Context: an optimization exercise on an open-source flow, tuned for small area, a short achievable clock period and few clock cycles per item. The choices shown serve that exercise and are no tape-out recipe.
Function was checked by simulation only, so behaviour that the tests miss may differ from the original.

## flow/design.v (module list and top-level ports; edited modules follow where they fit)
// module ephs_dmac: 778 lines
// module exclusion_process_hop_step_unit: 313 lines
module exclusion_process_hop_step_unit #(
    parameter int SITES     = 64,
    parameter int PARTICLES = 16
) (
    input  wire logic              i_clk,
    input  wire logic              i_rst_n,
    input  wire logic              i_cfg_we,
    input  wire logic              i_cfg_index,
    input  wire logic [RATE_W-1:0] i_cfg_data,
    input  wire logic              i_in_valid,
    output logic                   o_in_stall,
    input  wire logic              i_cmd,
    input  wire logic [PICK_W-1:0] i_pick,
    output logic                   o_out_valid,
    input  wire logic              i_out_stall,
    output logic [MOVER_W-1:0]     o_mover,
    output logic                   o_went_right,
    output logic [LAND_W-1:0]      o_landing_site,
    output logic [SUM_W-1:0]       o_rate_sum,
    output logic                   o_stuck
);
  // ...
==> flow/run.sh <==
#!/bin/bash
# synth_recipe.tcl (not shown) runs the flow's synth.tcl, then flattens the netlist and writes it again
# the make line also repeats each setting of config.mk as NAME=value (left out here)
make -C /OpenROAD-flow-scripts/flow DESIGN_CONFIG=/design/flow/config.mk WORK_HOME=/design/flow/orfs CLKGATE_MAP_FILE= SYNTH_SCRIPT=/design/flow/synth_recipe.tcl finish
==> flow/config.mk <==
export PLATFORM = sky130hd
export DESIGN_NAME = exclusion_process_hop_step_unit
export DESIGN_NICKNAME = exclusion_process_hop_step_unit
export VERILOG_FILES = /design/flow/design.v
export SDC_FILE = /design/flow/constraint.sdc
export NUM_CORES = 4
export LEC_CHECK = 0
export CAP_MARGIN = 20
export CORE_MARGIN = 2
export CORE_UTILIZATION = 40
export PLACE_DENSITY = 0.6
export SLEW_MARGIN = 20
==> flow/constraint.sdc <==
create_clock -name core_clock -period 8.0 [get_ports {i_clk}]
set_input_delay 1.6000 -clock core_clock [delete_from_list [all_inputs] [get_ports {i_clk}]]
set_output_delay 1.6000 -clock core_clock [all_outputs]
set_load 0.01 [all_outputs]
==> flow_metrics.env, run 1 <==
export IMPL_outcome="timing/DRC/antenna clean"
export IMPL_ys_flop_type="sky130_fd_sc_hd__dfxtp_1"
export IMPL_synthesis_nets=6815
export IMPL_async_reset_ff_frac=0
export IMPL_post_drt_wl_per_cell_um=24.1
export IMPL_yosys_register_bits=312
export IMPL_synth_warnings=3
export IMPL_crit_reg2reg_capture="r_tot[20]"
export IMPL_hold_end="r_x2sr[16]"
export IMPL_core_rowCount=126
export IMPL_final_common_cell="sky130_fd_sc_hd__inv_1"
export IMPL_cp_arrival_ns=8.24
export IMPL_ant_nets=0
export IMPL_finalNetCount=6962
export IMPL_maxCapViolCount=0
export IMPL_routedLengthMet1_mm=75.1
export IMPL_max_ffs_per_register=96
export IMPL_mappedNetlistArea_um2=47800
export IMPL_synth_top_family_by_area="adder cells"
export IMPL_yosysSeqAreaShare=0.143
export IMPL_antenna_cells=1
export IMPL_timing_critical_path_to="r_tot[20]"
export IMPL_die_x_um=350
export IMPL_critical_path_top_cell_by_count="sky130_fd_sc_hd__fa_1"
export IMPL_worstPathRequired_ns=8.49
Testbench counts, summed over its fixed seeds: cycles 17,891, items 8,982.
==> module exclusion_process_hop_step_unit, before the edit <==
module exclusion_process_hop_step_unit #(
    parameter int SITES     = 64,
    parameter int PARTICLES = 16
) (
    input  wire logic              i_clk,
    input  wire logic              i_rst_n,
    input  wire logic              i_cfg_we,
    input  wire logic              i_cfg_index,
    input  wire logic [RATE_W-1:0] i_cfg_data,
    input  wire logic              i_in_valid,
    output logic                   o_in_stall,
    input  wire logic              i_cmd,
    input  wire logic [PICK_W-1:0] i_pick,
    output logic                   o_out_valid,
    input  wire logic              i_out_stall,
    output logic [MOVER_W-1:0]     o_mover,
    output logic                   o_went_right,
    output logic [LAND_W-1:0]      o_landing_site,
    output logic [SUM_W-1:0]       o_rate_sum,
    output logic                   o_stuck
);
    logic [15:0]      r_lr;          
    logic [15:0]      r_rr;          
    logic [15:0][5:0] r_pos;         
    logic [4:0]       r_n;           
    logic [20:0]      r_tot;         
    logic             r_cfg_d;       
    logic             r_fix;         
    logic             r_iv;
    logic             r_icmd;
    logic [15:0]      r_ipick;
    logic [4:0]       r_in0;         
    logic             r_b;
    logic signed [22:0] r_d;
    logic [5:0][4:0]  r_gidx;        
    logic             r_ov;
    logic [3:0]       r_mover;
    logic             r_right;
    logic             r_stuck;
    logic out_free;
    logic fire_a;        
    logic fire_r;        
    logic fire_b;        
    logic take;
    logic accept;
    assign out_free   = !(r_ov && i_out_stall);
    assign fire_a     = r_iv && r_icmd && !r_b;
    assign fire_r     = r_iv && !r_icmd && !r_b && out_free;
    assign fire_b     = r_b && out_free;
    assign take       = fire_a || fire_r;
    assign o_in_stall = r_cfg_d || (r_iv && !take);
    assign accept     = i_in_valid && !o_in_stall;
    logic [16:0] s_sum;
    logic [16:0] r_s;            
    logic [18:0] r_xsr;          
    logic [18:0] r_xls;          
    logic [18:0] r_x2sr;         
    assign s_sum = r_s;
    logic [15:0][5:0] pdiff;
    always_comb begin
        pdiff[0] = 6'd0;
        for (int j = 1; j < 16; j++) pdiff[j] = r_pos[j] - r_pos[j-1];
    end
    logic [16:0] gz;     
    logic [16:0] g1;     
    logic [16:0] e;      
    always_comb begin
        gz[0]  = (r_pos[0] == 6'd0);
        g1[0]  = (r_pos[0] == 6'd1);
        for (int j = 1; j < 16; j++) begin
            gz[j] = (pdiff[j] == 6'd1);
            g1[j] = (pdiff[j] == 6'd2);
        end
        gz[16] = (r_pos[15] == 6'd63);
        g1[16] = (r_pos[15] == 6'd62);
        e = ~gz;
    end
    logic z;
    logic e16;
    assign z   = e[0];
    assign e16 = e[16];
    logic [4:0]  n_use;
    logic [19:0] pn;
    assign n_use = fire_r ? 5'd1 : r_n;
    assign pn    = i_pick * n_use;
    logic [15:0] zrow;
    logic [38:0] diff;
    assign zrow = r_cfg_d ? 16'd1 : (z ? r_lr : 16'd0);
    ephs_dmac u_dmac (
        .pick  (r_ipick),
        .tot   (r_tot),
        .n0    (r_in0),
        .s     (s_sum),
        .nzrow (~zrow),
        .diff  (diff)
    );
    logic [5:0]        cnt [17];
    logic [3:0]        loc [17];
    logic [5:0][4:0]   gidx;
    always_comb begin
        cnt[0] = 6'd2 - {1'b0, r_in0};
        for (int j = 1; j < 9; j++) begin
            cnt[j] = cnt[j-1] + {5'd0, e[j]};
        end
        loc[8] = 4'd0;
        for (int j = 9; j < 17; j++) begin
            loc[j] = loc[j-1] + {3'd0, e[j]};
            cnt[j] = cnt[8] + {2'd0, loc[j]};
        end
        for (int j = 0; j < 9; j++) loc[j] = 4'd0;
        for (int i = 0; i < 6; i++) begin
            gidx[i] = 5'd0;
            for (int j = 0; j < 17; j++) begin
                if (e[j] && cnt[j] == 6'(i)) gidx[i] = gidx[i] | 5'(j);
            end
        end
    end
    logic signed [22:0] xs, xl, xr, xsr, xls, x2s, x2sr;
    logic signed [22:0] nd;
    assign xs   = {6'd0, s_sum};
    assign xl   = {7'd0, r_lr};
    assign xr   = {7'd0, r_rr};
    assign xsr  = {4'd0, r_xsr};
    assign xls  = {4'd0, r_xls};
    assign x2s  = xs <<< 1;
    assign x2sr = {4'd0, r_x2sr};
    assign nd   = ~r_d;
    logic [9:0] t;       
    assign t[0] = nd >= x2s;
    assign t[1] = nd >= xls;
    assign t[2] = nd >= xs;
    assign t[3] = nd >= xl;
    assign t[4] = r_d[22];
    assign t[5] = r_d < xr;
    assign t[6] = r_d < xs;
    assign t[7] = r_d < xsr;
    assign t[8] = r_d < x2s;
    assign t[9] = r_d < x2sr;
    logic [5:0] isel;
    logic       side_r;
    assign isel[0] = t[0];
    assign isel[1] = t[2] & ~t[0];
    assign isel[2] = t[4] & ~t[2];
    assign isel[3] = t[6] & ~t[4];
    assign isel[4] = t[8] & ~t[6];
    assign isel[5] = ~t[8];
    assign side_r  = (t[1] & ~t[0]) | (t[3] & ~t[2]) | (t[5] & ~t[4]) | (t[7] & ~t[6])
                   | (t[9] & ~t[8]);
    logic [4:0]  g_sel;
    logic [16:0] sel_gap;
    always_comb begin
        g_sel = 5'd0;
        for (int i = 0; i < 6; i++) g_sel = g_sel | (r_gidx[i] & {5{isel[i]}});
        for (int j = 0; j < 17; j++) sel_gap[j] = (g_sel == 5'(j));
    end
    logic [15:0] mv_l;
    logic [15:0] mv_r;
    assign mv_l = side_r ? 16'd0 : sel_gap[15:0];
    assign mv_r = side_r ? sel_gap[16:1] : 16'd0;
    logic [3:0] mover;
    assign mover = side_r ? 4'(g_sel - 5'd1) : g_sel[3:0];
    logic [16:0] l_ap, l_am, l_bp, l_bm;
    logic [16:0] r_ap, r_am, r_bp, r_bm;
    always_comb begin
        for (int j = 0; j < 17; j++) begin
            l_am[j] = g1[j];
            l_bm[j] = (j >= 1) && g1[j];
            l_ap[j] = (j <= 14) && gz[(j < 16) ? j + 1 : 16];
            l_bp[j] = (j <= 15) && gz[(j < 16) ? j + 1 : 16];
            r_am[j] = (j <= 15) && g1[j];
            r_bm[j] = g1[j];
            r_ap[j] = (j >= 1) && gz[(j > 0) ? j - 1 : 0];
            r_bp[j] = (j >= 2) && gz[(j > 0) ? j - 1 : 0];
        end
    end
    logic d_ap, d_am, d_bp, d_bm;
    assign d_ap = |(sel_gap & (side_r ? r_ap : l_ap));
    assign d_am = |(sel_gap & (side_r ? r_am : l_am));
    assign d_bp = |(sel_gap & (side_r ? r_bp : l_bp));
    assign d_bm = |(sel_gap & (side_r ? r_bm : l_bm));
    logic da_p, da_m, db_p, db_m;
    assign da_p = d_ap & ~d_am;
    assign da_m = d_am & ~d_ap;
    assign db_p = d_bp & ~d_bm;
    assign db_m = d_bm & ~d_bp;
    logic [20:0] t_ps, t_ms, t_pl, t_ml, t_pr, t_mr;
    assign t_ps = r_tot + {4'd0, s_sum};
    assign t_ms = r_tot - {4'd0, s_sum};
    assign t_pl = r_tot + {5'd0, r_lr};
    assign t_ml = r_tot - {5'd0, r_lr};
    assign t_pr = r_tot + {5'd0, r_rr};
    assign t_mr = r_tot - {5'd0, r_rr};
    logic        c_ps, c_ms, c_pl, c_ml, c_pr, c_mr, c_0;
    logic [20:0] tot_new;
    always_comb begin
        if (r_fix) begin
            c_ps = 1'b0;
            c_ms = 1'b0;
            c_pl = z & ~e16;
            c_ml = ~z & e16;
            c_pr = 1'b0;
            c_mr = 1'b0;
        end else begin
            c_ps = da_p & db_p;
            c_ms = da_m & db_m;
            c_pl = da_p & ~db_p & ~db_m;
            c_ml = da_m & ~db_p & ~db_m;
            c_pr = db_p & ~da_p & ~da_m;
            c_mr = db_m & ~da_p & ~da_m;
        end
        c_0 = ~(c_ps | c_ms | c_pl | c_ml | c_pr | c_mr);
        tot_new = ({21{c_ps}} & t_ps) | ({21{c_ms}} & t_ms) | ({21{c_pl}} & t_pl)
                | ({21{c_ml}} & t_ml) | ({21{c_pr}} & t_pr) | ({21{c_mr}} & t_mr)
                | ({21{c_0}} & r_tot);
    end
    logic [4:0] n_hop;
    assign n_hop = r_n + {{4{db_m}}, db_p | db_m};
    logic [5:0] p_mv;
    logic [5:0] land;
    always_comb begin
        p_mv = 6'd0;
        for (int k = 0; k < 16; k++) p_mv = p_mv | ({6{mv_l[k] | mv_r[k]}} & r_pos[k]);
        land = p_mv + {{5{~side_r}}, 1'b1};
    end
    logic stuck;
    assign stuck = (r_tot == 21'd0);
    always_ff @(posedge i_clk) begin
        if (!i_rst_n) begin
            r_lr    <= RATE_RESET;
            r_rr    <= RATE_RESET;
            r_s     <= 17'd512;
            r_xsr   <= 19'd768;
            r_xls   <= 19'd768;
            r_x2sr  <= 19'd1280;
            for (int k = 0; k < 16; k++) r_pos[k] <= 6'(k);
            r_n     <= 5'd1;
            r_tot   <= 21'd256;
            r_cfg_d <= 1'b0;
            r_fix   <= 1'b0;
            r_iv    <= 1'b0;
            r_b     <= 1'b0;
            r_ov    <= 1'b0;
        end else begin
            r_cfg_d <= i_cfg_we;
            r_fix   <= r_cfg_d;
            if (i_cfg_we) begin
                if (i_cfg_index == REG_LEFT_RATE) begin
                    r_lr <= i_cfg_data;
                    r_s  <= {1'b0, i_cfg_data} + {1'b0, r_rr};
                end else begin
                    r_rr <= i_cfg_data;
                    r_s  <= {1'b0, r_lr} + {1'b0, i_cfg_data};
                end
            end
            if (accept)    r_iv <= 1'b1;
            else if (take) r_iv <= 1'b0;
            if (fire_a)      r_b <= 1'b1;
            else if (fire_b) r_b <= 1'b0;
            if (fire_r || fire_b)          r_ov <= 1'b1;
            else if (r_ov && !i_out_stall) r_ov <= 1'b0;
            if (r_cfg_d) begin
                r_xsr  <= {2'd0, r_s} + {3'd0, r_rr};
                r_xls  <= {2'd0, r_s} + {3'd0, r_lr};
                r_x2sr <= {1'd0, r_s, 1'b0} + {3'd0, r_rr};
            end
            if (r_cfg_d) begin
                r_tot <= ~diff[36:16];
            end else if (r_fix) begin
                r_tot <= tot_new;
            end else if (fire_r) begin
                r_pos <= {6'd15, 6'd14, 6'd13, 6'd12, 6'd11, 6'd10, 6'd9, 6'd8,
                          6'd7, 6'd6, 6'd5, 6'd4, 6'd3, 6'd2, 6'd1, 6'd0};
                r_n   <= 5'd1;
                r_tot <= {5'd0, r_rr};
            end else if (fire_b && !stuck) begin
                for (int k = 0; k < 16; k++) begin
                    if (mv_l[k] || mv_r[k]) r_pos[k] <= land;
                end
                r_n   <= n_hop;
                r_tot <= tot_new;
            end
        end
    end
    always_ff @(posedge i_clk) begin
        if (i_cfg_we) begin
            r_ipick <= 16'd0;
            r_in0   <= r_n;
        end else if (accept) begin
            r_icmd  <= i_cmd;
            r_ipick <= i_pick;
            r_in0   <= {1'b0, pn[19:16]};
        end
        if (fire_a) begin
            r_d    <= diff[38:16];
            r_gidx <= gidx;
        end
        if (fire_r) begin
            r_mover <= 4'd0;
            r_right <= 1'b0;
            r_stuck <= 1'b0;
        end else if (fire_b) begin
            r_mover <= stuck ? 4'd0 : mover;
            r_right <= !stuck && side_r;
            r_stuck <= stuck;
        end
    end
    assign o_out_valid    = r_ov;
    assign o_mover        = r_mover;
    assign o_went_right   = r_right;
    assign o_landing_site = r_stuck ? 6'd0 : r_pos[r_mover];
    assign o_rate_sum     = r_tot;
    assign o_stuck        = r_stuck;
endmodule
==> run 2: changes to the inputs <==
--- a/flow/design.v
+++ b/flow/design.v
@@ -840,9 +840,12 @@
     logic             r_icmd;
     logic [15:0]      r_ipick;
     logic [4:0]       r_in0;         
+    logic [4:0]       r_cm;          
+    logic [4:0]       r_cp;          
+    logic             r_pend;        
     logic             r_b;
-    logic signed [22:0] r_d;
-    logic [5:0][4:0]  r_gidx;        
+    logic signed [19:0] r_d;
+    logic [3:0][4:0]  r_gidx;        
     logic             r_ov;
     logic [3:0]       r_mover;
     logic             r_right;
@@ -862,9 +865,7 @@
     assign accept     = i_in_valid && !o_in_stall;
     logic [16:0] s_sum;
     logic [16:0] r_s;            
-    logic [18:0] r_xsr;          
-    logic [18:0] r_xls;          
-    logic [18:0] r_x2sr;         
+    logic [17:0] r_xsr;          
     assign s_sum = r_s;
     logic [15:0][5:0] pdiff;
     always_comb begin
@@ -891,8 +892,16 @@
     assign e16 = e[16];
     logic [4:0]  n_use;
     logic [19:0] pn;
-    assign n_use = fire_r ? 5'd1 : r_n;
+    logic [20:0] pnp;
+    logic [20:0] pnm;
+    logic [4:0]  c0, cp, cm;
+    assign n_use = (r_iv && !r_icmd) ? 5'd1 : r_n;    
     assign pn    = i_pick * n_use;
+    assign pnp   = {1'b0, pn} + {5'd0, i_pick};
+    assign pnm   = {1'b0, pn} - {5'd0, i_pick};
+    assign c0    = {1'b0, pn[19:16]};
+    assign cp    = pnp[20:16];
+    assign cm    = {1'b0, pnm[19:16]};
     logic [15:0] zrow;
     logic [38:0] diff;
     assign zrow = r_cfg_d ? 16'd1 : (z ? r_lr : 16'd0);
@@ -906,9 +915,9 @@
     );
     logic [5:0]        cnt [17];
     logic [3:0]        loc [17];
-    logic [5:0][4:0]   gidx;
+    logic [3:0][4:0]   gidx;
     always_comb begin
-        cnt[0] = 6'd2 - {1'b0, r_in0};
+        cnt[0] = 6'd1 - {1'b0, r_in0};
         for (int j = 1; j < 9; j++) begin
             cnt[j] = cnt[j-1] + {5'd0, e[j]};
         end
@@ -918,113 +927,103 @@
             cnt[j] = cnt[8] + {2'd0, loc[j]};
         end
         for (int j = 0; j < 9; j++) loc[j] = 4'd0;
-        for (int i = 0; i < 6; i++) begin
+        for (int i = 0; i < 4; i++) begin
             gidx[i] = 5'd0;
             for (int j = 0; j < 17; j++) begin
                 if (e[j] && cnt[j] == 6'(i)) gidx[i] = gidx[i] | 5'(j);
             end
         end
     end
-    logic signed [22:0] xs, xl, xr, xsr, xls, x2s, x2sr;
-    logic signed [22:0] nd;
-    assign xs   = {6'd0, s_sum};
-    assign xl   = {7'd0, r_lr};
-    assign xr   = {7'd0, r_rr};
-    assign xsr  = {4'd0, r_xsr};
-    assign xls  = {4'd0, r_xls};
-    assign x2s  = xs <<< 1;
-    assign x2sr = {4'd0, r_x2sr};
+    logic signed [19:0] xs, xl, xr, xsr;
+    logic signed [19:0] nd;
+    assign xs   = {3'd0, s_sum};
+    assign xl   = {4'd0, r_lr};
+    assign xr   = {4'd0, r_rr};
+    assign xsr  = {2'd0, r_xsr};
     assign nd   = ~r_d;
-    logic [9:0] t;       
-    assign t[0] = nd >= x2s;
-    assign t[1] = nd >= xls;
-    assign t[2] = nd >= xs;
-    assign t[3] = nd >= xl;
-    assign t[4] = r_d[22];
-    assign t[5] = r_d < xr;
-    assign t[6] = r_d < xs;
-    assign t[7] = r_d < xsr;
-    assign t[8] = r_d < x2s;
-    assign t[9] = r_d < x2sr;
-    logic [5:0] isel;
+    logic [5:0] t;       
+    assign t[0] = nd >= xs;
+    assign t[1] = nd >= xl;
+    assign t[2] = r_d[19];
+    assign t[3] = r_d < xr;
+    assign t[4] = r_d < xs;
+    assign t[5] = r_d < xsr;
+    logic [3:0] isel;
     logic       side_r;
     assign isel[0] = t[0];
     assign isel[1] = t[2] & ~t[0];
     assign isel[2] = t[4] & ~t[2];
-    assign isel[3] = t[6] & ~t[4];
-    assign isel[4] = t[8] & ~t[6];
-    assign isel[5] = ~t[8];
-    assign side_r  = (t[1] & ~t[0]) | (t[3] & ~t[2]) | (t[5] & ~t[4]) | (t[7] & ~t[6])
-                   | (t[9] & ~t[8]);
-    logic [4:0]  g_sel;
+    assign isel[3] = ~t[4];
+    assign side_r  = (t[1] & ~t[0]) | (t[3] & ~t[2]) | (t[5] & ~t[4]);
+    logic [16:0] gzr, gzl;       
+    assign gzr = {1'b0, gz[16:1]};
+    assign gzl = {gz[15:0], 1'b0};
+    logic [3:0][16:0] oh;
+    logic [3:0][3:0]  cl_l;      
+    logic [3:0][3:0]  cl_r;      
+    logic [3:0][3:0]  gm1;       
+    always_comb begin
+        for (int i = 0; i < 4; i++) begin
+            logic fg1, fzr, fzl;
+            for (int j = 0; j < 17; j++) oh[i][j] = (r_gidx[i] == 5'(j));
+            fg1 = |(oh[i] & g1);
+            fzr = |(oh[i] & gzr);
+            fzl = |(oh[i] & gzl);
+            cl_l[i] = {fzr & ~oh[i][15], fg1, fzr, fg1 & ~oh[i][0]};
+            cl_r[i] = {fzl, fg1 & ~oh[i][16], fzl & ~oh[i][1], fg1};
+            gm1[i]  = 4'(r_gidx[i] - 5'd1);
+        end
+    end
     logic [16:0] sel_gap;
+    logic [3:0]  cls;
+    logic [3:0]  mover;
     always_comb begin
-        g_sel = 5'd0;
-        for (int i = 0; i < 6; i++) g_sel = g_sel | (r_gidx[i] & {5{isel[i]}});
-        for (int j = 0; j < 17; j++) sel_gap[j] = (g_sel == 5'(j));
+        sel_gap = 17'd0;
+        cls     = 4'd0;
+        mover   = 4'd0;
+        for (int i = 0; i < 4; i++) begin
+            sel_gap = sel_gap | ({17{isel[i]}} & oh[i]);
+            cls     = cls | ({4{isel[i]}} & (side_r ? cl_r[i] : cl_l[i]));
+            mover   = mover | ({4{isel[i]}} & (side_r ? gm1[i] : r_gidx[i][3:0]));
+        end
     end
     logic [15:0] mv_l;
     logic [15:0] mv_r;
     assign mv_l = side_r ? 16'd0 : sel_gap[15:0];
     assign mv_r = side_r ? sel_gap[16:1] : 16'd0;
-    logic [3:0] mover;
-    assign mover = side_r ? 4'(g_sel - 5'd1) : g_sel[3:0];
-    logic [16:0] l_ap, l_am, l_bp, l_bm;
-    logic [16:0] r_ap, r_am, r_bp, r_bm;
-    always_comb begin
-        for (int j = 0; j < 17; j++) begin
-            l_am[j] = g1[j];
-            l_bm[j] = (j >= 1) && g1[j];
-            l_ap[j] = (j <= 14) && gz[(j < 16) ? j + 1 : 16];
-            l_bp[j] = (j <= 15) && gz[(j < 16) ? j + 1 : 16];
-            r_am[j] = (j <= 15) && g1[j];
-            r_bm[j] = g1[j];
-            r_ap[j] = (j >= 1) && gz[(j > 0) ? j - 1 : 0];
-            r_bp[j] = (j >= 2) && gz[(j > 0) ? j - 1 : 0];
-        end
-    end
-    logic d_ap, d_am, d_bp, d_bm;
-    assign d_ap = |(sel_gap & (side_r ? r_ap : l_ap));
-    assign d_am = |(sel_gap & (side_r ? r_am : l_am));
-    assign d_bp = |(sel_gap & (side_r ? r_bp : l_bp));
-    assign d_bm = |(sel_gap & (side_r ? r_bm : l_bm));
     logic da_p, da_m, db_p, db_m;
-    assign da_p = d_ap & ~d_am;
-    assign da_m = d_am & ~d_ap;
-    assign db_p = d_bp & ~d_bm;
-    assign db_m = d_bm & ~d_bp;
-    logic [20:0] t_ps, t_ms, t_pl, t_ml, t_pr, t_mr;
-    assign t_ps = r_tot + {4'd0, s_sum};
-    assign t_ms = r_tot - {4'd0, s_sum};
-    assign t_pl = r_tot + {5'd0, r_lr};
-    assign t_ml = r_tot - {5'd0, r_lr};
-    assign t_pr = r_tot + {5'd0, r_rr};
-    assign t_mr = r_tot - {5'd0, r_rr};
-    logic        c_ps, c_ms, c_pl, c_ml, c_pr, c_mr, c_0;
+    assign da_p = cls[3] & ~cls[2];
+    assign da_m = cls[2] & ~cls[3];
+    assign db_p = cls[1] & ~cls[0];
+    assign db_m = cls[0] & ~cls[1];
+    logic        use_s, use_l, use_r, neg;
+    logic [20:0] dmag;
     logic [20:0] tot_new;
     always_comb begin
         if (r_fix) begin
-            c_ps = 1'b0;
-            c_ms = 1'b0;
-            c_pl = z & ~e16;
-            c_ml = ~z & e16;
-            c_pr = 1'b0;
-            c_mr = 1'b0;
+            use_s = 1'b0;
+            use_l = z ^ e16;
+            use_r = 1'b0;
+            neg   = e16;
         end else begin
-            c_ps = da_p & db_p;
-            c_ms = da_m & db_m;
-            c_pl = da_p & ~db_p & ~db_m;
-            c_ml = da_m & ~db_p & ~db_m;
-            c_pr = db_p & ~da_p & ~da_m;
-            c_mr = db_m & ~da_p & ~da_m;
+            use_s = (da_p & db_p) | (da_m & db_m);
+            use_l = (da_p | da_m) & ~db_p & ~db_m;
+            use_r = (db_p | db_m) & ~da_p & ~da_m;
+            neg   = da_m | db_m;
         end
-        c_0 = ~(c_ps | c_ms | c_pl | c_ml | c_pr | c_mr);
-        tot_new = ({21{c_ps}} & t_ps) | ({21{c_ms}} & t_ms) | ({21{c_pl}} & t_pl)
-                | ({21{c_ml}} & t_ml) | ({21{c_pr}} & t_pr) | ({21{c_mr}} & t_mr)
-                | ({21{c_0}} & r_tot);
+        dmag = ({21{use_s}} & {4'd0, s_sum}) | ({21{use_l}} & {5'd0, r_lr})
+             | ({21{use_r}} & {5'd0, r_rr});
+        tot_new = r_tot + (dmag ^ {21{neg}}) + {20'd0, neg};
     end
-    logic [4:0] n_hop;
-    assign n_hop = r_n + {{4{db_m}}, db_p | db_m};
+    logic stuck;
+    assign stuck = (r_tot == 21'd0);
+    logic dn_p, dn_m;    
+    assign dn_p = db_p & ~stuck;
+    assign dn_m = db_m & ~stuck;
+    logic [4:0] n_p1, n_m1, n_hop;
+    assign n_p1  = r_n + 5'd1;
+    assign n_m1  = r_n - 5'd1;
+    assign n_hop = ({5{db_p}} & n_p1) | ({5{db_m}} & n_m1) | ({5{~db_p & ~db_m}} & r_n);
     logic [5:0] p_mv;
     logic [5:0] land;
     always_comb begin
@@ -1032,22 +1031,19 @@
         for (int k = 0; k < 16; k++) p_mv = p_mv | ({6{mv_l[k] | mv_r[k]}} & r_pos[k]);
         land = p_mv + {{5{~side_r}}, 1'b1};
     end
-    logic stuck;
-    assign stuck = (r_tot == 21'd0);
     always_ff @(posedge i_clk) begin
         if (!i_rst_n) begin
             r_lr    <= RATE_RESET;
             r_rr    <= RATE_RESET;
             r_s     <= 17'd512;
-            r_xsr   <= 19'd768;
-            r_xls   <= 19'd768;
-            r_x2sr  <= 19'd1280;
+            r_xsr   <= 18'd768;
             for (int k = 0; k < 16; k++) r_pos[k] <= 6'(k);
             r_n     <= 5'd1;
             r_tot   <= 21'd256;
             r_cfg_d <= 1'b0;
             r_fix   <= 1'b0;
             r_iv    <= 1'b0;
+            r_pend  <= 1'b0;
             r_b     <= 1'b0;
             r_ov    <= 1'b0;
         end else begin
@@ -1064,14 +1060,14 @@
             end
             if (accept)    r_iv <= 1'b1;
             else if (take) r_iv <= 1'b0;
+            if (accept)      r_pend <= (r_b || fire_a) && !fire_b;
+            else if (fire_b) r_pend <= 1'b0;
             if (fire_a)      r_b <= 1'b1;
             else if (fire_b) r_b <= 1'b0;
             if (fire_r || fire_b)          r_ov <= 1'b1;
             else if (r_ov && !i_out_stall) r_ov <= 1'b0;
             if (r_cfg_d) begin
-                r_xsr  <= {2'd0, r_s} + {3'd0, r_rr};
-                r_xls  <= {2'd0, r_s} + {3'd0, r_lr};
-                r_x2sr <= {1'd0, r_s, 1'b0} + {3'd0, r_rr};
+                r_xsr  <= {1'd0, r_s} + {2'd0, r_rr};
             end
             if (r_cfg_d) begin
                 r_tot <= ~diff[36:16];
@@ -1098,10 +1094,15 @@
         end else if (accept) begin
             r_icmd  <= i_cmd;
             r_ipick <= i_pick;
-            r_in0   <= {1'b0, pn[19:16]};
+            r_cm    <= cm;
+            r_cp    <= cp;
+            if (fire_b) r_in0 <= dn_p ? cp : dn_m ? cm : c0;
+            else        r_in0 <= c0;
+        end else if (fire_b && r_pend) begin
+            r_in0   <= dn_p ? r_cp : dn_m ? r_cm : r_in0;
         end
         if (fire_a) begin
-            r_d    <= diff[38:16];
+            r_d    <= diff[35:16];
             r_gidx <= gidx;
         end
         if (fire_r) begin
--- a/flow/config.mk
+++ b/flow/config.mk
@@ -5,6 +5,7 @@
 export SDC_FILE = /design/flow/constraint.sdc
 export NUM_CORES = 4
 export LEC_CHECK = 0
+export ABC_AREA = 1
 export CAP_MARGIN = 20
 export CORE_MARGIN = 2
 export CORE_UTILIZATION = 40
==> flow_metrics.env, run 2 <==
export IMPL_die_height_um=335
export IMPL_yosysSeqAreaShare=0.136
export IMPL_route_vias_total=43000
export IMPL_timing_setup_tns_ns=0
export IMPL_via_per_inst=5.38
export IMPL_ys_flop_type="sky130_fd_sc_hd__dfxtp_1"
export IMPL_hold_fix_buffers_at_cts=0
export IMPL_critical_path_endpoint_type="register"
export IMPL_die_footprint_um2=113000
export IMPL_avgSynthCellArea_um2=6.77
export IMPL_start_util=0.404
export IMPL_synth_warnings=3
export IMPL_fillers=11400
export IMPL_critical_path_top_cell_by_count="sky130_fd_sc_hd__ha_1"
export IMPL_antenna_cells=0
export IMPL_max_ffs_per_register=96
export IMPL_finalCritPeriodShare=0.929
export IMPL_globalRouteTotalUtil=0.280
export IMPL_synth_enable_flop_cells=55
export IMPL_maxCapViolCount=0
export IMPL_pin_count_of_the_biggest_net_entering_global_routing=94
export IMPL_slew_headroom=0.269
export IMPL_drt_iter0_markers=3775
export IMPL_synth_area_top_cells="sky130_fd_sc_hd__fa_1 20%, sky130_fd_sc_hd__nand2_1 13%, sky130_fd_sc_hd__inv_1 12%, sky130_fd_sc_hd__ha_1 12%, sky130_fd_sc_hd__dfxtp_1 9.9%"
export IMPL_outcome="timing/DRC/antenna clean"
export IMPL_post_synth_num_cell_types=62
export IMPL_drt_pass1_iter_count=8
export IMPL_timing_final_hold_violations=0
export IMPL_number_of_levels_in_the_clock_h_tree=2
export IMPL_final_common_cell="sky130_fd_sc_hd__nand2_1"
export IMPL_timing_setup_critical_path_class="register to register"
export IMPL_ctsRootBufferMaster="sky130_fd_sc_hd__clkbuf_16"
export IMPL_grt_pass1_vias=41300
export IMPL_antenna_violations_before_repair=2
export IMPL_worst_margin_pin_slew_ns=1.10
export IMPL_clock_tree_buffer_depth=3
export IMPL_gp_congestion=1.02
export IMPL_async_reset_ff_frac=0
export IMPL_cts_bufs_inserted=37
export IMPL_layout_cells_most_common_list="1501 x sky130_fd_sc_hd__nand2_1, 1380 x sky130_fd_sc_hd__inv_1, 487 x sky130_fd_sc_hd__nor2_1, 435 x sky130_fd_sc_hd__a21oi_1, 431 x sky130_fd_sc_hd__fa_1"
export IMPL_report_final_slew_viol_count=0
export IMPL_registers_top_by_ff_count="r_pos"
export IMPL_cp_arrival_ns=7.87
export IMPL_layout_drive_gt1_share=0.0489
export IMPL_setup_viol_count_final=0
export IMPL_fmax_mhz=135
export IMPL_ff2ff_setup_slack_ns=0.57
export IMPL_overflow=0
export IMPL_clock_insertion_delay_at_the_later_pin_of_the_skew_report_ns=0.58
export IMPL_floorplan_core_area_um2=109000
export IMPL_clk_pin_slew_ns=0.06
export IMPL_mappedNetlistArea_um2=43900
export IMPL_post_synth_top_area_cell="sky130_fd_sc_hd__fa_1"
export IMPL_top_level_ports=74
export IMPL_synth_top_cell_area_share=0.196
export IMPL_io_port_bufs=73
export IMPL_rsz0062_at_grt="no"
export IMPL_ant_nets=0
export IMPL_timing_critical_path_fanout_max=8
export IMPL_post_drt_wl_per_cell_um=19.9
export IMPL_crit_path_max_incr_delay_ns=0.41
export IMPL_numClockSinks=272
export IMPL_core_rowCount=121
export IMPL_synthesis_nets=7365
export IMPL_areaGrowthSynthToFinish_pct=9.07
export IMPL_clock_skew_final_ns=0.0300
export IMPL_top_regs="r_pos (96), r_tot (21)"
export IMPL_drt_wl_total_mm=159
export IMPL_timing_hold_worst_class="register to register"
export IMPL_die_x_um=335
export IMPL_final_min_clock_period_ns=7.43
export IMPL_cts_tree="done"
export IMPL_yosys_register_bits=272
export IMPL_dpl_hpwl_mm=127
export IMPL_critical_path_slowest_cell="sky130_fd_sc_hd__fa_1"
export IMPL_startpoint_type="register"
export IMPL_worstPathRequired_ns=8.44
export IMPL_detail_route_drc_violations=0
export IMPL_synthCells=6489
export IMPL_list_of_most_frequent_post_synthesis_cells="1502 x sky130_fd_sc_hd__nand2_1, 1381 x sky130_fd_sc_hd__inv_1, 488 x sky130_fd_sc_hd__nor2_1, 437 x sky130_fd_sc_hd__a21oi_1, 431 x sky130_fd_sc_hd__fa_1"
export IMPL_finalNetCount=7414
export IMPL_final_core_utilization=0.440
export IMPL_synth_most_common_cell="sky130_fd_sc_hd__nand2_1"
export IMPL_grt_pass1_wl_mm=243
-- run 2: kinds of logic after synthesis --
group / synth area share
buffers and inverters: 0.138
AND/OR/NAND/NOR: 0.243
adder cells (fa/ha/maj): 0.312
AO/OA/AOI/OAI: 0.140
flip-flops: 0.136
XOR/XNOR: 0.0309
-- run 2: final cells by class --
cell class | count | area [um^2] | share of cell area
Clock buffer | 48 | 1030 | 0.0215
Tap cell | 1414 | 1770 | 0.0369
Inverter | 1399 | 5260 | 0.110
Clock inverter | 19 | 189 | 0.00394
Timing Repair Buffer | 204 | 1720 | 0.0359
Multi-Input combinational cell | 4624 | 32000 | 0.667
Sequential cell | 272 | 6000 | 0.125
-- run 2: path summary, 6_finish.rpt --
kind                             endpoint  cells after the start       from
worst max-delay path            r_gidx[0]                     34   r_pos[6]
worst min-delay path            r_xsr[17]                      2  r_xsr[17]
worst max register to register  r_gidx[0]                     34   r_pos[6]
worst min register to register  r_xsr[17]                      2  r_xsr[17]
-- run 2: stage by stage --
stage               hold WS [ns]  instance area, um^2  cells  setup slack [ns]
floorplan                  0.445                43900   6489             0.797
global placement           0.460                46600   7907             0.285
detailed placement         0.462                46600   7907             0.174
CTS                        0.471                47800   7974             0.131
global route               0.491                47900   7980           0.00158
finish                     0.471                47900   7980             0.569
-- run 2: layer usage --
metal | global-route usage | vias to the layer above | share of wire
met2 | 0.476 | 1691 | 0.47
met4 | 0.101 | 2 | 0.041
met3 | 0.0374 | 343 | 0.074
met5 | 0 | - | 0.000082
li1 | - | 20500 | -
met1 | 0.363 | 20400 | 0.42
-- run 2: timing repair --
item	4_1_cts	5_1_grt
setup buffers	0	5
resized for setup	0	20
setup endpoints to repair	0	23
-- run 2: critical path: cells and delay by family (launching register included) --
family | cells | cell delay (ns)
fa+ha+maj | 12 | 3.90
xor+xnor | 1 | 0.15
compound gates | 1 | 0.26
simple gates | 15 | 1.87
flops | 1 | 0.40
buf+inv | 5 | 0.68
Testbench counts of run 2, summed over its fixed seeds: cycles 17,891, items 8,982.
==> run 3: changes to the inputs <==
--- a/flow/design.v
+++ b/flow/design.v
@@ -848,6 +848,7 @@
     logic [3:0][4:0]  r_gidx;        
     logic             r_ov;
     logic [3:0]       r_mover;
+    logic [5:0]       r_land;
     logic             r_right;
     logic             r_stuck;
     logic out_free;
@@ -942,12 +943,15 @@
     assign xsr  = {2'd0, r_xsr};
     assign nd   = ~r_d;
     logic [5:0] t;       
-    assign t[0] = nd >= xs;
-    assign t[1] = nd >= xl;
+    logic       lt0, lt1;
+    ephs_lt #(.W(20)) u_lt0 (.a(nd),  .b(xs),  .lt(lt0));
+    ephs_lt #(.W(20)) u_lt1 (.a(nd),  .b(xl),  .lt(lt1));
+    ephs_lt #(.W(20)) u_lt3 (.a(r_d), .b(xr),  .lt(t[3]));
+    ephs_lt #(.W(20)) u_lt4 (.a(r_d), .b(xs),  .lt(t[4]));
+    ephs_lt #(.W(20)) u_lt5 (.a(r_d), .b(xsr), .lt(t[5]));
+    assign t[0] = ~lt0;
+    assign t[1] = ~lt1;
     assign t[2] = r_d[19];
-    assign t[3] = r_d < xr;
-    assign t[4] = r_d < xs;
-    assign t[5] = r_d < xsr;
     logic [3:0] isel;
     logic       side_r;
     assign isel[0] = t[0];
@@ -1013,8 +1017,8 @@
         end
         dmag = ({21{use_s}} & {4'd0, s_sum}) | ({21{use_l}} & {5'd0, r_lr})
              | ({21{use_r}} & {5'd0, r_rr});
-        tot_new = r_tot + (dmag ^ {21{neg}}) + {20'd0, neg};
     end
+    ephs_add #(.W(21)) u_tot_add (.a(r_tot), .b(dmag ^ {21{neg}}), .ci(neg), .s(tot_new));
     logic stuck;
     assign stuck = (r_tot == 21'd0);
     logic dn_p, dn_m;    
@@ -1107,10 +1111,12 @@
         end
         if (fire_r) begin
             r_mover <= 4'd0;
+            r_land  <= 6'd0;
             r_right <= 1'b0;
             r_stuck <= 1'b0;
         end else if (fire_b) begin
             r_mover <= stuck ? 4'd0 : mover;
+            r_land  <= stuck ? 6'd0 : land;
             r_right <= !stuck && side_r;
             r_stuck <= stuck;
         end
@@ -1118,8 +1124,68 @@
     assign o_out_valid    = r_ov;
     assign o_mover        = r_mover;
     assign o_went_right   = r_right;
-    assign o_landing_site = r_stuck ? 6'd0 : r_pos[r_mover];
+    assign o_landing_site = r_land;
     assign o_rate_sum     = r_tot;
     assign o_stuck        = r_stuck;
 endmodule
+module ephs_lt #(
+    parameter int W = 20
+) (
+    input  wire logic [W-1:0] a,
+    input  wire logic [W-1:0] b,
+    output logic              lt
+);
+    logic [W-1:0] g [6];
+    logic [W-1:0] p [6];
+    always_comb begin
+        for (int i = 0; i < W; i++) begin
+            if (i == W - 1) g[0][i] = a[i] & ~b[i];
+            else            g[0][i] = ~a[i] & b[i];
+            p[0][i] = ~(a[i] ^ b[i]);
+        end
+        for (int k = 1; k < 6; k++) begin
+            for (int i = 0; i < W; i++) begin
+                if (i >= (1 << (k - 1))) begin
+                    g[k][i] = g[k-1][i] | (p[k-1][i] & g[k-1][i - (1 << (k - 1))]);
+                    p[k][i] = p[k-1][i] & p[k-1][i - (1 << (k - 1))];
+                end else begin
+                    g[k][i] = g[k-1][i];
+                    p[k][i] = p[k-1][i];
+                end
+            end
+        end
+        lt = g[5][W-1];
+    end
+endmodule
+module ephs_add #(
+    parameter int W = 21
+) (
+    input  wire logic [W-1:0] a,
+    input  wire logic [W-1:0] b,
+    input  wire logic         ci,
+    output logic      [W-1:0] s
+);
+    logic [W-1:0] g [6];
+    logic [W-1:0] p [6];
+    logic [W-1:0] hp;
+    always_comb begin
+        hp = a ^ b;
+        g[0] = a & b;
+        p[0] = hp;
+        g[0][0] = (a[0] & b[0]) | (hp[0] & ci);
+        for (int k = 1; k < 6; k++) begin
+            for (int i = 0; i < W; i++) begin
+                if (i >= (1 << (k - 1))) begin
+                    g[k][i] = g[k-1][i] | (p[k-1][i] & g[k-1][i - (1 << (k - 1))]);
+                    p[k][i] = p[k-1][i] & p[k-1][i - (1 << (k - 1))];
+                end else begin
+                    g[k][i] = g[k-1][i];
+                    p[k][i] = p[k-1][i];
+                end
+            end
+        end
+        s[0] = hp[0] ^ ci;
+        for (int i = 1; i < W; i++) s[i] = hp[i] ^ g[5][i-1];
+    end
+endmodule
 `default_nettype wire
==> flow_metrics.env, run 3 <==
export IMPL_outcome="timing/DRC/antenna clean"
export IMPL_avgSynthCellArea_um2=6.90
export IMPL_timing_setup_tns_ns=0
export IMPL_dp_slack_ns=0.0826
export IMPL_layout_drive_gt1_share=0.0514
export IMPL_yosysSeqAreaShare=0.143
export IMPL_timing_final_hold_violations=0
export IMPL_drt_pass1_iter_count=7
export IMPL_fmax_mhz=135
export IMPL_synthesis_nets=7056
export IMPL_registers_top_by_ff_count="r_pos"
export IMPL_cp_num_cells=33
export IMPL_die_height_um=331
export IMPL_top_regs="r_pos (96), r_tot (21)"
export IMPL_slew_headroom=0.259
export IMPL_rsz0062_at_grt="no"
export IMPL_drt_iter0_markers=3442
export IMPL_synth_area_top_cells="sky130_fd_sc_hd__fa_1 20%, sky130_fd_sc_hd__nand2_1 13%, sky130_fd_sc_hd__ha_1 12%, sky130_fd_sc_hd__inv_1 11%, sky130_fd_sc_hd__dfxtp_1 10%"
export IMPL_ff2ff_setup_slack_ns=0.59
export IMPL_synthXorXnorAreaFrac=0.0328
export IMPL_synth_top_family_by_area="adder cells"
export IMPL_ys_flop_type="sky130_fd_sc_hd__dfxtp_1"
export IMPL_worstPathRequired_ns=8.30
export IMPL_final_core_utilization=0.442
export IMPL_gp_congestion=0.990
export IMPL_grt_pass1_vias=40500
export IMPL_hold_depth=2
export IMPL_worst_path_buf_inv=5
export IMPL_synth_enable_flop_cells=55
export IMPL_final_min_clock_period_ns=7.41
export IMPL_cts_tree="done"
export IMPL_crit_reg2reg_capture="r_gidx[16]"
export IMPL_report_final_slew_viol_count=0
export IMPL_r2r_start="r_pos[6]"
export IMPL_final_common_cell="sky130_fd_sc_hd__nand2_1"
export IMPL_number_of_levels_in_the_clock_h_tree=2
export IMPL_yosys_register_bits=278
export IMPL_hold_fix_buffers_at_cts=0
export IMPL_mappedNetlistArea_um2=42700
export IMPL_critical_path_top_cell_by_count="sky130_fd_sc_hd__ha_1"
export IMPL_cts_bufs_inserted=37
export IMPL_timing_critical_path_fanout_max=13
export IMPL_post_drt_wl_per_cell_um=19.9
export IMPL_async_reset_ff_frac=0
export IMPL_ctsRootBufferMaster="sky130_fd_sc_hd__clkbuf_16"
export IMPL_overflow=0
export IMPL_post_synth_mux_area_share=0
export IMPL_max_ffs_per_register=96
export IMPL_hold_end="r_land[1]"
export IMPL_finalCritPeriodShare=0.926
export IMPL_core_rowCount=119
export IMPL_post_synth_num_cell_types=64
export IMPL_timing_critical_path_max_delay_family="adder cells"
export IMPL_die_footprint_um2=109000
export IMPL_synthCells=6185
export IMPL_post_synth_top_area_cell="sky130_fd_sc_hd__fa_1"
export IMPL_synth_simple_gate_area_share=0.250
export IMPL_crit_path_max_incr_delay_ns=0.41
export IMPL_list_of_most_frequent_post_synthesis_cells="1446 x sky130_fd_sc_hd__nand2_1, 1255 x sky130_fd_sc_hd__inv_1, 501 x sky130_fd_sc_hd__nor2_1, 431 x sky130_fd_sc_hd__fa_1, 401 x sky130_fd_sc_hd__ha_1"
export IMPL_fraction_of_the_mapped_netlist_area_in_compound_gates=0.124
export IMPL_worst_margin_pin_slew_ns=1.10
export IMPL_timing_setup_critical_path_class="register to register"
export IMPL_timing_hold_worst_class="register to register"
export IMPL_numClockSinks=278
export IMPL_top_level_ports=74
export IMPL_dpl_hpwl_mm=124
export IMPL_pin_count_of_the_biggest_net_entering_global_routing=81
export IMPL_maxCapViolCount=0
export IMPL_timing_final_ws_setup_ns=0.594
export IMPL_globalRouteTotalUtil=0.280
export IMPL_cp_arrival_ns=7.70
export IMPL_grt_pass1_wl_mm=236
export IMPL_clock_skew_final_ns=0.0340
export IMPL_finalNetCount=7116
export IMPL_floorplan_core_area_um2=106000
export IMPL_areaGrowthSynthToFinish_pct=9.19
export IMPL_worst_r2r_cell_count=33
export IMPL_drt_wl_total_mm=152
export IMPL_layout_cells_most_common_list="1444 x sky130_fd_sc_hd__nand2_1, 1255 x sky130_fd_sc_hd__inv_1, 500 x sky130_fd_sc_hd__nor2_1, 431 x sky130_fd_sc_hd__fa_1, 399 x sky130_fd_sc_hd__ha_1"
export IMPL_startpoint_type="register"
export IMPL_setup_viol_count_final=0
export IMPL_antenna_cells=0
export IMPL_detail_route_drc_violations=0
export IMPL_synth_top_cell_area_share=0.202
export IMPL_synth_adder_area_share=0.320
export IMPL_clock_tree_buffer_depth=3
export IMPL_synth_warnings=9
export IMPL_clock_insertion_delay_at_the_later_pin_of_the_skew_report_ns=0.58
export IMPL_start_util=0.404
export IMPL_ant_nets=0
export IMPL_route_vias_total=40700
export IMPL_clk_pin_slew_ns=0.06
export IMPL_timing_hold_worst_start="r_land[1]"
export IMPL_synth_most_common_cell="sky130_fd_sc_hd__nand2_1"
export IMPL_io_port_bufs=73
export IMPL_antenna_violations_before_repair=7
export IMPL_die_x_um=331
export IMPL_critical_path_slowest_cell="sky130_fd_sc_hd__fa_1"
export IMPL_via_per_inst=5.31
export IMPL_critical_path_endpoint_type="register"
-- run 3: cell families after synthesis --
group | Yosys count
buf+inv | 1459
simple gates | 2525
flops | 278
compound gates | 931
xor+xnor | 160
fa+ha+maj | 832
-- run 3: layout make-up --
cell class,instances,area [um^2]
Clock inverter,14,98.8
Timing Repair Buffer,212,1800
Inverter,1268,4770
Fill cell,11100,58900
Clock buffer,50,1040
Multi-Input combinational cell,4448,31100
Tap cell,1391,1740
Sequential cell,278,6120
-- run 3: worst max path at each step --
stage | from | end | slack (ns)
finish | r_pos[6] | r_gidx[16] | 0.59
global route | r_pos[19] | r_tot[20] | 0.004
CTS | r_pos[6] | r_gidx[16] | 0.41
detailed placement | i_pick[1] | r_in0[2] | 0.08
global placement | i_pick[1] | r_in0[3] | 0.18
floorplan | i_pick[0] | r_in0[3] | 1.08
-- run 3: through the flow --
step           hold slack (ns)  instance area [um^2]  std cells
2_1_floorplan            0.441                 42700       6185
3_3_place_gp             0.446                 45500       7597
3_5_place_dp             0.450                 45500       7597
4_1_cts                  0.469                 46600       7661
5_1_grt                  0.483                 46600       7661
6_report                 0.462                 46600       7661
-- run 3: worst reg2reg max path: cells and delay by family, from the launching register on --
family                     cells  cell delay [ns]
adders and majority gates     11             3.68
and+or+nand+nor               14             1.88
buffers and inverters          5             0.62
DFF                            1             0.39
AOI/OAI and AO/OA              2             0.39
xor gates and xnor gates       1             0.14
-- run 3: metal layers --
layer	vias to the layer above	routed length, um	GRT usage
met5	-	53	0
met4	8	6140	0.103
met3	321	10800	0.0439
met2	1455	70500	0.470
met1	19300	64900	0.364
li1	19600	-	-
-- run 3: timing repair --
item	CTS	global route
endpoints found under the setup margin	0	18
resized for setup	0	6
setup buffers	0	0
Testbench counts of run 3, summed over its fixed seeds: cycles 17,891, items 8,982.

## separate check: timing with driven ports
The results above use ideal ports. As a check the final layouts listed here were re-extracted and re-timed, cells and wires unchanged.
Step 1, drivers: a clkbuf_16 drives i_clk and a buf_2 each remaining input, both assumed.
Step 2 times the ports against the registers' clock, not the clock port: input delays grow and output delays shrink by t, the midpoint of the rising clock arrivals with the driver on.
Slacks: ideal ports / drivers / drivers and shift; pairs: ideal ports / drivers.
run	shift t [ns]	setup slack, ns	worst setup path at the end	latest minus earliest clock arrival (ns)	worst register clock-pin slew, ns
run 1	0.693	0.251 / 0.251 / 0.251	register to register	0.074 / 0.075	0.08 / 0.08
run 2	0.633	0.569 / 0.569 / 0.462	input to register	0.030 / 0.030	0.07 / 0.07
run 3	0.632	0.594 / 0.594 / 0.059	input to register	0.034 / 0.034	0.07 / 0.07
After both steps setup and hold are still met in every run listed. For run 3, which loses most, drivers alone change the setup slack by 0.000 ns; drivers and shift together by -0.535 ns.
